Source: an optimization exercise on an open RTL-to-GDS flow (aim: small area). Production flows keep margins and buffers that such runs may drop.
Function was checked by simulation only, so behaviour that the tests miss may differ from the original.

==> v29 <==
// mac_nch_acc
module mac_nch_acc #(
    parameter int DW     = 18,
    parameter int CW     = 28,
    parameter int NCH    = 4,
    parameter int GUARD  = 2,
    parameter int OSHIFT = 24,
    parameter int OW     = 20
) (
    input  logic                         clk,
    input  logic                         rst,
    input  logic                         iv,
    input  logic [DW-1:0]                din,
    input  logic [CW-1:0]                cin,
    input  logic [((NCH <= 1) ? 1 : $clog2(NCH))-1:0]     ch,
    input  logic                         first,
    input  logic                         last,
    output logic [OW-1:0]                dout,
    output logic [((NCH <= 1) ? 1 : $clog2(NCH))-1:0]     och,
    output logic                         ov,
    output logic                         ovf
);
    localparam int AW = DW + CW + GUARD;    
    localparam int NR = DW / 2;             
    localparam int HW = AW - OSHIFT;        
    logic              v1, f1, l1;
    logic [1:0]        ch1;
    logic [3:0]        rd1;              
    logic [NR-1:0]     one, two, m1;
    logic              m2t;              
    logic [CW-1:0]     c1;
    logic [NR-1:0]     rone, rtwo, rm1;
    logic              rm2t;
    always_comb begin
        logic cy, s0, s1;
        cy = 1'b0;
        for (int i = 0; i < NR - 1; i++) begin
            s0 = din[2*i] ^ cy;
            s1 = din[2*i+1] ^ (din[2*i] & cy);
            cy = din[2*i+1] & (din[2*i] | cy);
            rone[i] = ~s1 & s0;
            rtwo[i] = s1 & ~s0;
            rm1[i]  = s1 & s0;
        end
        rone[NR-1] = ~din[DW-1] & (din[DW-2] ^ cy);
  ...
clock: 7.5 ns
lec_check: 0
cap_margin: 20
core_margin: 2
core_utilization: 50
slew_margin: 20
synth_hierarchical: 1
synth_minimum_keep_size: 0
standard.sh (not shown) runs the stock make flow with config.mk's settings and CLKGATE_MAP_FILE= SYNTH_SCRIPT=/design/flow/synth_recipe.tcl, a recipe that flattens the netlist after the stock synthesis.
==> flow/flow/run.sh <==
#!/bin/bash
# Layout flow: the standard flow (standard.sh, with the standard synthesis
# unchanged) with
#  - plain buf_1 port buffers instead of the default delay-cell port buffers,
#  - clock tree synthesis without dummy loads, with clkbuf_4 buffers and
#    clusters of at most 10 sinks within 40 um.
# Each make run's full output goes to its own log file in this folder; ORFS's
# per-step logs are under orfs/logs/.
set -euo pipefail
bash standard.sh synth > flow_synth.log 2>&1
bash standard.sh \
    "BUFFER_PORTS_ARGS=-buffer_cell sky130_fd_sc_hd__buf_1" \
    "CTS_ARGS=-sink_clustering_enable -repair_clock_nets -dont_use_dummy_load -buf_list sky130_fd_sc_hd__clkbuf_4 -sink_clustering_size 10 -sink_clustering_max_diameter 40" \
    finish > flow_layout.log 2>&1
==> v5 (differences from v29) <==
--- a/flow/design.v
+++ b/flow/design.v
@@ -35,22 +35,16 @@
 endmodule
 module mac_ha (
     input  logic a, b,
     output logic s, co
 );
     assign s  = a ^ b;
     assign co = a & b;
 endmodule
-module mac_pps (
-    input  logic a1, a2, b1, b2, c1, c2,
-    output logic y
-);
-    assign y = ~((a1 & a2) | (b1 & b2) | (c1 & c2));
-endmodule
 module mac_cpa (input logic [47:0] a, b, output logic [47:0] s);
   logic [10:0] rc;
   assign rc[0] = 1'b0;
   mac_fa u_r0 (.a(a[0]), .b(b[0]), .c(rc[0]), .s(s[0]), .co(rc[1]));
   mac_fa u_r1 (.a(a[1]), .b(b[1]), .c(rc[1]), .s(s[1]), .co(rc[2]));
   mac_fa u_r2 (.a(a[2]), .b(b[2]), .c(rc[2]), .s(s[2]), .co(rc[3]));
   mac_fa u_r3 (.a(a[3]), .b(b[3]), .c(rc[3]), .s(s[3]), .co(rc[4]));
   mac_fa u_r4 (.a(a[4]), .b(b[4]), .c(rc[4]), .s(s[4]), .co(rc[5]));
@@ -378,36 +372,24 @@
         if (v1) znext[ch1] = 1'b0;
         for (int c = 0; c < 4; c++)
             rdsel[c] = (ch == 2'(c)) & ~first & ~znext[c];
     end
     assign arow = ~(({AW{rd1[0]}} & ~acc0) | ({AW{rd1[1]}} & ~acc1) |
                     ({AW{rd1[2]}} & ~acc2) | ({AW{rd1[3]}} & ~acc3));
     logic [NR-1:0]    m2, ppt, neg;
     logic [NR*CW-1:0] pp;
-    logic [CW-1:0]    c1n;
-    assign m2  = {m2t, {(NR-1){1'b0}}};
-    assign c1n = ~c1;
-    for (genvar i = 0; i < NR - 1; i++) begin : g_row
-        for (genvar j = 1; j < CW; j++) begin : g_bit
-            mac_pps u_pps (.a1(one[i]), .a2(c1[j]), .b1(two[i]), .b2(c1[j-1]),
-                           .c1(m1[i]), .c2(c1n[j]), .y(pp[i*CW+j]));
-        end
-    end
+    assign m2 = {m2t, {(NR-1){1'b0}}};
     always_comb begin
         for (int i = 0; i < NR; i++) begin
-            if (i == NR - 1) begin
-                for (int j = 0; j < CW; j++)
-                    pp[i*CW+j] = ~((one[i] & c1[j]) | (m1[i] & c1n[j]) |
-                                   (two[i] & ((j == 0) ? 1'b0 : c1[j-1])) |
-                                   (m2[i] & ((j == 0) ? 1'b1 : c1n[j-1])));
-            end else begin
-                pp[i*CW] = ~((one[i] & c1[0]) | (m1[i] & c1n[0]));
-            end
-            ppt[i] = ((one[i] | two[i]) & c1[CW-1]) | ((m1[i] | m2[i]) & c1n[CW-1]);
+            for (int j = 0; j < CW; j++)
+                pp[i*CW+j] = ~((one[i] & c1[j]) | (m1[i] & ~c1[j]) |
+                               (two[i] & ((j == 0) ? 1'b0 : c1[j-1])) |
+                               (m2[i] & ((j == 0) ? 1'b1 : ~c1[j-1])));
+            ppt[i] = ((one[i] | two[i]) & c1[CW-1]) | ((m1[i] | m2[i]) & ~c1[CW-1]);
             neg[i] = ~(m1[i] | m2[i]);
         end
     end
     logic [AW-1:0] ta, tb;
     logic s1;
     logic c2;
     logic s3;
     logic c4;
ABC_AREA = 1   (was not set)
CORE_UTILIZATION = 60   (was 50)
==> v23 (differences from v29) <==
--- a/flow/design.v
+++ b/flow/design.v
@@ -35,22 +35,16 @@
 endmodule
 module mac_ha (
     input  logic a, b,
     output logic s, co
 );
     assign s  = a ^ b;
     assign co = a & b;
 endmodule
-module mac_pps (
-    input  logic a1, a2, b1, b2, c1, c2,
-    output logic y
-);
-    assign y = ~((a1 & a2) | (b1 & b2) | (c1 & c2));
-endmodule
 module mac_cpa (input logic [47:0] a, b, output logic [47:0] s);
   logic [10:0] rc;
   assign rc[0] = 1'b0;
   mac_fa u_r0 (.a(a[0]), .b(b[0]), .c(rc[0]), .s(s[0]), .co(rc[1]));
   mac_fa u_r1 (.a(a[1]), .b(b[1]), .c(rc[1]), .s(s[1]), .co(rc[2]));
   mac_fa u_r2 (.a(a[2]), .b(b[2]), .c(rc[2]), .s(s[2]), .co(rc[3]));
   mac_fa u_r3 (.a(a[3]), .b(b[3]), .c(rc[3]), .s(s[3]), .co(rc[4]));
   mac_fa u_r4 (.a(a[4]), .b(b[4]), .c(rc[4]), .s(s[4]), .co(rc[5]));
@@ -328,17 +322,16 @@
     output logic                         ov,
     output logic                         ovf
 );
     localparam int AW = DW + CW + GUARD;    
     localparam int NR = DW / 2;             
     localparam int HW = AW - OSHIFT;        
     logic              v1, f1, l1;
     logic [1:0]        ch1;
-    logic [3:0]        rd1;              
     logic [NR-1:0]     one, two, m1;
     logic              m2t;              
     logic [CW-1:0]     c1;
     logic [NR-1:0]     rone, rtwo, rm1;
     logic              rm2t;
     always_comb begin
         logic cy, s0, s1;
         cy = 1'b0;
@@ -355,59 +348,47 @@
         rm1[NR-1]  = din[DW-1] & (din[DW-2] ^ cy);
         rm2t       = din[DW-1] & ~din[DW-2] & ~cy;
     end
     always_ff @(posedge clk or posedge rst) begin
         if (rst) v1 <= 1'b0;
         else     v1 <= iv;
     end
     always_ff @(posedge clk) begin
-        rd1 <= rdsel;
         f1  <= first;
         l1  <= last;
         ch1 <= ch;
         one <= rone;
         two <= rtwo;
         m1  <= rm1;
         m2t <= rm2t;
         c1  <= cin;
     end
     logic [AW-1:0] acc0, acc1, acc2, acc3;
-    logic [3:0]    z, znext, rdsel;
-    logic [AW-1:0] arow, sum;
+    logic [3:0]    z;
+    logic [AW-1:0] accsel, arow, sum;
     always_comb begin
-        znext = z;
-        if (v1) znext[ch1] = 1'b0;
-        for (int c = 0; c < 4; c++)
-            rdsel[c] = (ch == 2'(c)) & ~first & ~znext[c];
+        case (ch1)
+            2'd0:    accsel = acc0;
+            2'd1:    accsel = acc1;
+            2'd2:    accsel = acc2;
+            default: accsel = acc3;
+        endcase
     end
-    assign arow = ~(({AW{rd1[0]}} & ~acc0) | ({AW{rd1[1]}} & ~acc1) |
-                    ({AW{rd1[2]}} & ~acc2) | ({AW{rd1[3]}} & ~acc3));
+    assign arow = (f1 | z[ch1]) ? '1 : accsel;
     logic [NR-1:0]    m2, ppt, neg;
     logic [NR*CW-1:0] pp;
-    logic [CW-1:0]    c1n;
-    assign m2  = {m2t, {(NR-1){1'b0}}};
-    assign c1n = ~c1;
-    for (genvar i = 0; i < NR - 1; i++) begin : g_row
-        for (genvar j = 1; j < CW; j++) begin : g_bit
-            mac_pps u_pps (.a1(one[i]), .a2(c1[j]), .b1(two[i]), .b2(c1[j-1]),
-                           .c1(m1[i]), .c2(c1n[j]), .y(pp[i*CW+j]));
-        end
-    end
+    assign m2 = {m2t, {(NR-1){1'b0}}};
     always_comb begin
         for (int i = 0; i < NR; i++) begin
-            if (i == NR - 1) begin
-                for (int j = 0; j < CW; j++)
-                    pp[i*CW+j] = ~((one[i] & c1[j]) | (m1[i] & c1n[j]) |
-                                   (two[i] & ((j == 0) ? 1'b0 : c1[j-1])) |
-                                   (m2[i] & ((j == 0) ? 1'b1 : c1n[j-1])));
-            end else begin
-                pp[i*CW] = ~((one[i] & c1[0]) | (m1[i] & c1n[0]));
-            end
-            ppt[i] = ((one[i] | two[i]) & c1[CW-1]) | ((m1[i] | m2[i]) & c1n[CW-1]);
+            for (int j = 0; j < CW; j++)
+                pp[i*CW+j] = ~((one[i] & c1[j]) | (m1[i] & ~c1[j]) |
+                               (two[i] & ((j == 0) ? 1'b0 : c1[j-1])) |
+                               (m2[i] & ((j == 0) ? 1'b1 : ~c1[j-1])));
+            ppt[i] = ((one[i] | two[i]) & c1[CW-1]) | ((m1[i] | m2[i]) & ~c1[CW-1]);
             neg[i] = ~(m1[i] | m2[i]);
         end
     end
     logic [AW-1:0] ta, tb;
     logic s1;
     logic c2;
     logic s3;
     logic c4;
@@ -1241,17 +1222,17 @@
     always_ff @(posedge clk) begin
         if (v1 && ch1 == 2'd0) acc0 <= sum;
         if (v1 && ch1 == 2'd1) acc1 <= sum;
         if (v1 && ch1 == 2'd2) acc2 <= sum;
         if (v1 && ch1 == 2'd3) acc3 <= sum;
     end
     always_ff @(posedge clk or posedge rst) begin
         if (rst) z <= 4'hf;
-        else     z <= znext;
+        else if (v1) z[ch1] <= 1'b0;
     end
     logic          v2;
     logic [1:0]    ch2;
     logic [HW-1:0] h2;
     logic          b2, o2;
     always_ff @(posedge clk or posedge rst) begin
         if (rst) v2 <= 1'b0;
         else     v2 <= v1 & l1;
ABC_AREA = 1   (was not set)
CORE_UTILIZATION = 70   (was 50)
==> notes <==
Between v5 and v29, the lower register-to-register slack is in v29 (gap 0.17 ns).
v23 passed the timing, design-rule and antenna checks. v29 finished with timing, DRC and antenna clean. v5 produced a clean layout.
Sequential share of layout area, lowest first: v23, v5, v29.
Fmax: v29 < v23 < v5.
==> figures <==
	v5	v23	v29
Invs w/o clock	192	255	118
Die width	203 microns	188 microns	213 microns
Worst Path Arrival	7.72 ns	7.66 ns	7.86 ns
Run status	finished clean	finished clean	finished clean
Sum of routed wire length over all layers	61.8 mm	71.5 mm	63.5 mm
Setup slack of the worst register-to-register path	0.29 ns	0.28 ns	0.12 ns
Path length in cells of the critical path	27	30	23
Required time at the worst-slack endpoint	8.01 ns	7.93 ns	7.98 ns
Complex-gate fraction of the synthesized area	0.136	0.123	0.173

static timing again, ports no longer ideal:
No port has a modelled driver above. Below, the same layouts with a new extraction and two added sets of constraints.
Step 1: set_driving_cell puts a clkbuf_16 on clk and a buf_2 on each other input, an assumption about the parent block.
Step 2 times the ports against the registers' clock, not the clock port: input delays grow and output delays shrink by t, the midpoint of the rising clock arrivals with the driver on.
a / b / c = ideal / step 1 / step 2; a / b = the first two.
run | t (ns) | setup WS [ns] | worst register clock-pin slew, ns | worst slew at a driven data input, ns | pins driven straight from the clock port
v29 | 0.798 | 0.123 / 0.123 / 0.123 | 0.11 / 0.11 | 0.05 | 1
v5 | 0.828 | 0.291 / 0.291 / 0.291 | 0.10 / 0.10 | 0.05 | 1
v23 | 0.785 | 0.276 / 0.276 / 0.276 | 0.11 / 0.11 | 0.04 | 1
After both steps every run listed still meets setup and hold.
